Background: an optimization exercise with open tools, aiming at small area, a short achievable clock period and few clock cycles per item. Do not read the settings as production practice. Function was checked by simulation only, so behaviour that the tests miss may differ from the original. Power is estimated from default activity; no workload was simulated.

==> module bounded_circular_deque_unit, before the edit <==
module bounded_circular_deque_unit #(
  parameter int DEPTH      = bcd_pkg::DEPTH_DEFAULT,
  parameter int DATA_WIDTH = bcd_pkg::DATA_WIDTH_DEFAULT
) (
  input  logic                  clk,
  input  logic                  rst_n,
  input  logic                  in_valid,
  output logic                  in_stall,
  input  logic [34:0]           in_data,
  output logic                  out_valid,
  input  logic                  out_stall,
  output logic [73:0]           out_data,
  input  logic                  psel,
  input  logic                  penable,
  input  logic                  pwrite,
  input  logic [bcd_pkg::CFG_ADDR_W-1:0] paddr,
  input  logic [bcd_pkg::CFG_DATA_W-1:0] pwdata,
  output logic [bcd_pkg::CFG_DATA_W-1:0] prdata,
  output logic                  pready
);
  localparam int AW = 6;
  localparam int CW = 7;
  localparam int DW = 32;
  logic [6:0] capacity_r;
  logic [6:0] cap_eff;
  logic       cfg_wr;
  assign pready  = 1'b1;
  assign cfg_wr  = psel && penable && pwrite;
  assign prdata  = {25'd0, capacity_r};
  assign cap_eff = capacity_r[6] ? 7'd64 : capacity_r;
  always_ff @(posedge clk) begin
    if (!rst_n) begin
      capacity_r <= bcd_pkg::CAP_RESET;
    end else if (cfg_wr) begin
      capacity_r <= pwdata[6:0];
    end
  end
  logic          ir_v, ir2_v;
  logic [4:0]    ir_op, ir2_op, in_op;
  logic [DW-1:0] ir_val, ir2_val;
  logic          out_v;
  logic          go;
  assign go       = ir_v && (!out_v || !out_stall);
  always_comb begin
    in_op = '0;
    case (in_data[34:32])
      bcd_pkg::OP_INS_FRONT: in_op[0] = 1'b1;
      bcd_pkg::OP_INS_REAR:  in_op[1] = 1'b1;
      bcd_pkg::OP_DEL_FRONT: in_op[2] = 1'b1;
      bcd_pkg::OP_DEL_REAR:  in_op[3] = 1'b1;
      bcd_pkg::OP_PEEK:      in_op[4] = 1'b1;
      default:               in_op    = '0;
    endcase
  end
  assign in_stall = ir2_v;
  always_ff @(posedge clk) begin
    if (!rst_n) begin
      ir_v  <= 1'b0;
      ir2_v <= 1'b0;
    end else if (go || !ir_v) begin
      ir_v  <= ir2_v || in_valid;
      ir2_v <= 1'b0;
    end else if (!ir2_v) begin
      ir2_v <= in_valid;
    end
  end
  always_ff @(posedge clk) begin
    if (go || !ir_v) begin
      if (ir2_v) begin
        ir_op  <= ir2_op;
        ir_val <= ir2_val;
      end else begin
        ir_op  <= in_op;
        ir_val <= in_data[31:0];
      end
    end
    if (!ir2_v) begin
      ir2_op  <= in_op;
      ir2_val <= in_data[31:0];
    end
  end
  logic [AW-1:0] head_r, tail_r;
  logic [CW-1:0] count_r;
  logic          full_r, empty_r, one_r, ok_r;
  logic [DW-1:0] front_r, rear_r;
  logic op_if, op_ir, op_df, op_dr, op_pk;
  logic ins_ok, del_ok, ok;
  assign op_if = ir_op[0];
  assign op_ir = ir_op[1];
  assign op_df = ir_op[2];
  assign op_dr = ir_op[3];
  assign op_pk = ir_op[4];
  assign ins_ok = (op_if || op_ir) && !full_r;
  assign del_ok = (op_df || op_dr) && !empty_r;
  assign ok     = ins_ok || del_ok || op_pk;
  logic [DEPTH-1:0] head_oh, tail_oh;
  always_comb begin
    for (int i = 0; i < DEPTH; i++) begin
      head_oh[i] = (head_r == AW'(i));
      tail_oh[i] = (tail_r == AW'(i));
    end
  end
  logic hd_dn, hd_up, tl_up, tl_dn;
  assign hd_dn = go && op_if && !full_r;
  assign hd_up = go && op_df && !empty_r;
  assign tl_up = go && op_ir && !full_r;
  assign tl_dn = go && op_dr && !empty_r;
  logic [DW-1:0]    mem [DEPTH];
  logic [DEPTH-1:0] we, rsel_r, rsel_n;
  logic [DW-1:0]    rd;
  logic [4:0]       op_go, op_st;
  logic [AW-1:0]    ra_f_go, ra_r_go, ra_go, ra_st;
  logic [DEPTH-1:0] rsel_go, rsel_st;
  assign op_go   = ir2_v ? ir2_op : in_op;
  assign op_st   = ir_v ? ir_op : in_op;
  assign ra_f_go = (op_if && !full_r) ? head_r :
                   (op_df && !empty_r) ? head_r + AW'(2) : head_r + AW'(1);
  assign ra_r_go = (op_ir && !full_r) ? tail_r - AW'(1) :
                   (op_dr && !empty_r) ? tail_r - AW'(3) : tail_r - AW'(2);
  assign ra_go   = op_go[2] ? ra_f_go : ra_r_go;
  assign ra_st   = op_st[2] ? head_r + AW'(1) : tail_r - AW'(2);
  always_comb begin
    for (int i = 0; i < DEPTH; i++) begin
      we[i]      = !full_r && ((op_if && head_oh[(i + 1) % DEPTH]) ||
                               (op_ir && tail_oh[i]));
      rsel_go[i] = (op_go[2] || op_go[3]) && (ra_go == AW'(i));
      rsel_st[i] = (op_st[2] || op_st[3]) && (ra_st == AW'(i));
    end
  end
  assign rsel_n = go ? rsel_go : rsel_st;
  always_ff @(posedge clk) begin
    rsel_r <= rsel_n;
  end
  always_ff @(posedge clk) begin
    for (int i = 0; i < DEPTH; i++) begin
      if (we[i]) mem[i] <= ir_val;
    end
  end
  always_comb begin
    rd = '0;
    for (int i = 0; i < DEPTH; i++) begin
      rd = rd | (mem[i] & {DW{rsel_r[i]}});
    end
  end
  logic [CW-1:0] count_n;
  logic          empty_n, full_n;
  logic [DW-1:0] front_n, rear_n;
  always_comb begin
    count_n = count_r;
    if (ins_ok) count_n = count_r + 1'b1;
    else if (del_ok) count_n = count_r - 1'b1;
  end
  assign empty_n = (count_n == '0);
  assign full_n  = (count_n >= cap_eff);
  always_comb begin
    front_n = front_r;
    rear_n  = rear_r;
    if (ins_ok) begin
      if (op_if || empty_r) front_n = ir_val;
      if (op_ir || empty_r) rear_n  = ir_val;
    end else if (del_ok) begin
      if (one_r) begin
        front_n = '1;
        rear_n  = '1;
      end else begin
        if (op_df) front_n = rd;
        if (op_dr) rear_n  = rd;
      end
    end else if (empty_r) begin
      front_n = '1;
      rear_n  = '1;
    end
  end
  always_ff @(posedge clk) begin
    if (!rst_n) begin
      head_r  <= '0;
      tail_r  <= '0;
      count_r <= '0;
      full_r  <= 1'b0;
      empty_r <= 1'b1;
      one_r   <= 1'b0;
    end else if (go) begin
      one_r   <= (count_n == CW'(1));
      count_r <= count_n;
      full_r  <= full_n;
      empty_r <= empty_n;
      if (hd_dn) head_r <= head_r - 1'b1;
      if (hd_up) head_r <= head_r + 1'b1;
      if (tl_up) tail_r <= tail_r + 1'b1;
      if (tl_dn) tail_r <= tail_r - 1'b1;
    end else begin
      full_r <= (count_r >= cap_eff);
    end
  end
  always_ff @(posedge clk) begin
    if (!rst_n) begin
      ok_r    <= 1'b0;
      front_r <= '1;
      rear_r  <= '1;
    end else if (go) begin
      ok_r    <= ok;
      front_r <= front_n;
      rear_r  <= rear_n;
    end
  end
  always_ff @(posedge clk) begin
    if (!rst_n) begin
      out_v <= 1'b0;
    end else if (!out_v || !out_stall) begin
      out_v <= go;
    end
  end
  assign out_valid = out_v;
  assign out_data  = {ok_r, front_r, rear_r, empty_r, full_r, count_r};
endmodule
==> flow/config.mk <==
export PLATFORM = sky130hd
export DESIGN_NAME = bounded_circular_deque_unit
export DESIGN_NICKNAME = bounded_circular_deque_unit
export VERILOG_FILES = /design/flow/design.v
export SDC_FILE = /design/flow/constraint.sdc
export NUM_CORES = 4
export LEC_CHECK = 0
export CAP_MARGIN = 20
export CORE_MARGIN = 2
export CORE_UTILIZATION = 45
export CTS_CLUSTER_DIAMETER = 60
export CTS_CLUSTER_SIZE = 20
export SETUP_SLACK_MARGIN = 4.5
export SLEW_MARGIN = 20
export TNS_END_PERCENT = 100
==> flow/constraint.sdc <==
create_clock -name core_clock -period 7.0 [get_ports {clk}]
set_input_delay 1.4000 -clock core_clock [delete_from_list [all_inputs] [get_ports {clk}]]
set_output_delay 1.4000 -clock core_clock [all_outputs]
set_load 0.01 [all_outputs]
standard.sh (not shown) runs the stock make flow with config.mk's settings and CLKGATE_MAP_FILE= SYNTH_SCRIPT=/design/flow/synth_recipe.tcl, a recipe that flattens the netlist after the stock synthesis.
==> flow/flow/run.sh <==
#!/bin/bash
# Standard ORFS layout with two changes: the port buffers are buf_4 cells
# instead of the delay cells buffer_ports picks by default, and repair may
# resize cells across footprints. Full tool output goes to flow_make.log here.
set -euo pipefail
bash standard.sh \
  "BUFFER_PORTS_ARGS=-buffer_cell sky130_fd_sc_hd__buf_4" \
  "MATCH_CELL_FOOTPRINT=0" \
  finish > flow_make.log 2>&1
Testbench counts at the start, summed over its fixed seeds: cycles 12,016, items 12,000.
Change:
--- a/flow/design.v
+++ b/flow/design.v
@@ -222,11 +222,7 @@
     end
   end
   always_ff @(posedge clk) begin
-    if (!rst_n) begin
-      ok_r    <= 1'b0;
-      front_r <= '1;
-      rear_r  <= '1;
-    end else if (go) begin
+    if (go) begin
       ok_r    <= ok;
       front_r <= front_n;
       rear_r  <= rear_n;
Result: Register-to-register slack gets better by 180 ps; wire length decreases by 9.1%; clock-buffer cell count drops by 8; sequential power is about the same; critical path depth fell by 7.
Testbench counts after the change, summed over its fixed seeds: cycles 12,016, items 12,000.

==> re-timing with driven ports <==
The flow's constraints put no driver on any port. The routed layouts listed below were extracted and timed again, unchanged, in two steps. Step 1: set_driving_cell puts a clkbuf_16 on clk and a buf_2 on each other input, an assumption about the parent block. Step 2 moves the port delays by t, midway between the first and last clock arrival at a register: inputs arrive t later, outputs are due t later. That takes back most of the time a late clock gives input paths. Slacks: ideal / step 1 / step 2; pairs: ideal / step 1.
run	t, ns	setup WS [ns]	worst setup path after step 2	worst register clock-pin slew, ns
the first run	0.917	4.225 / 4.198 / 3.637	input to register	0.09 / 0.09
the second run	0.891	4.201 / 4.116 / 3.708	input to register	0.09 / 0.09
After both steps setup and hold are still met in every run listed. For the first run, which loses most, drivers alone change the setup slack by -0.027 ns; drivers and shift together by -0.588 ns.
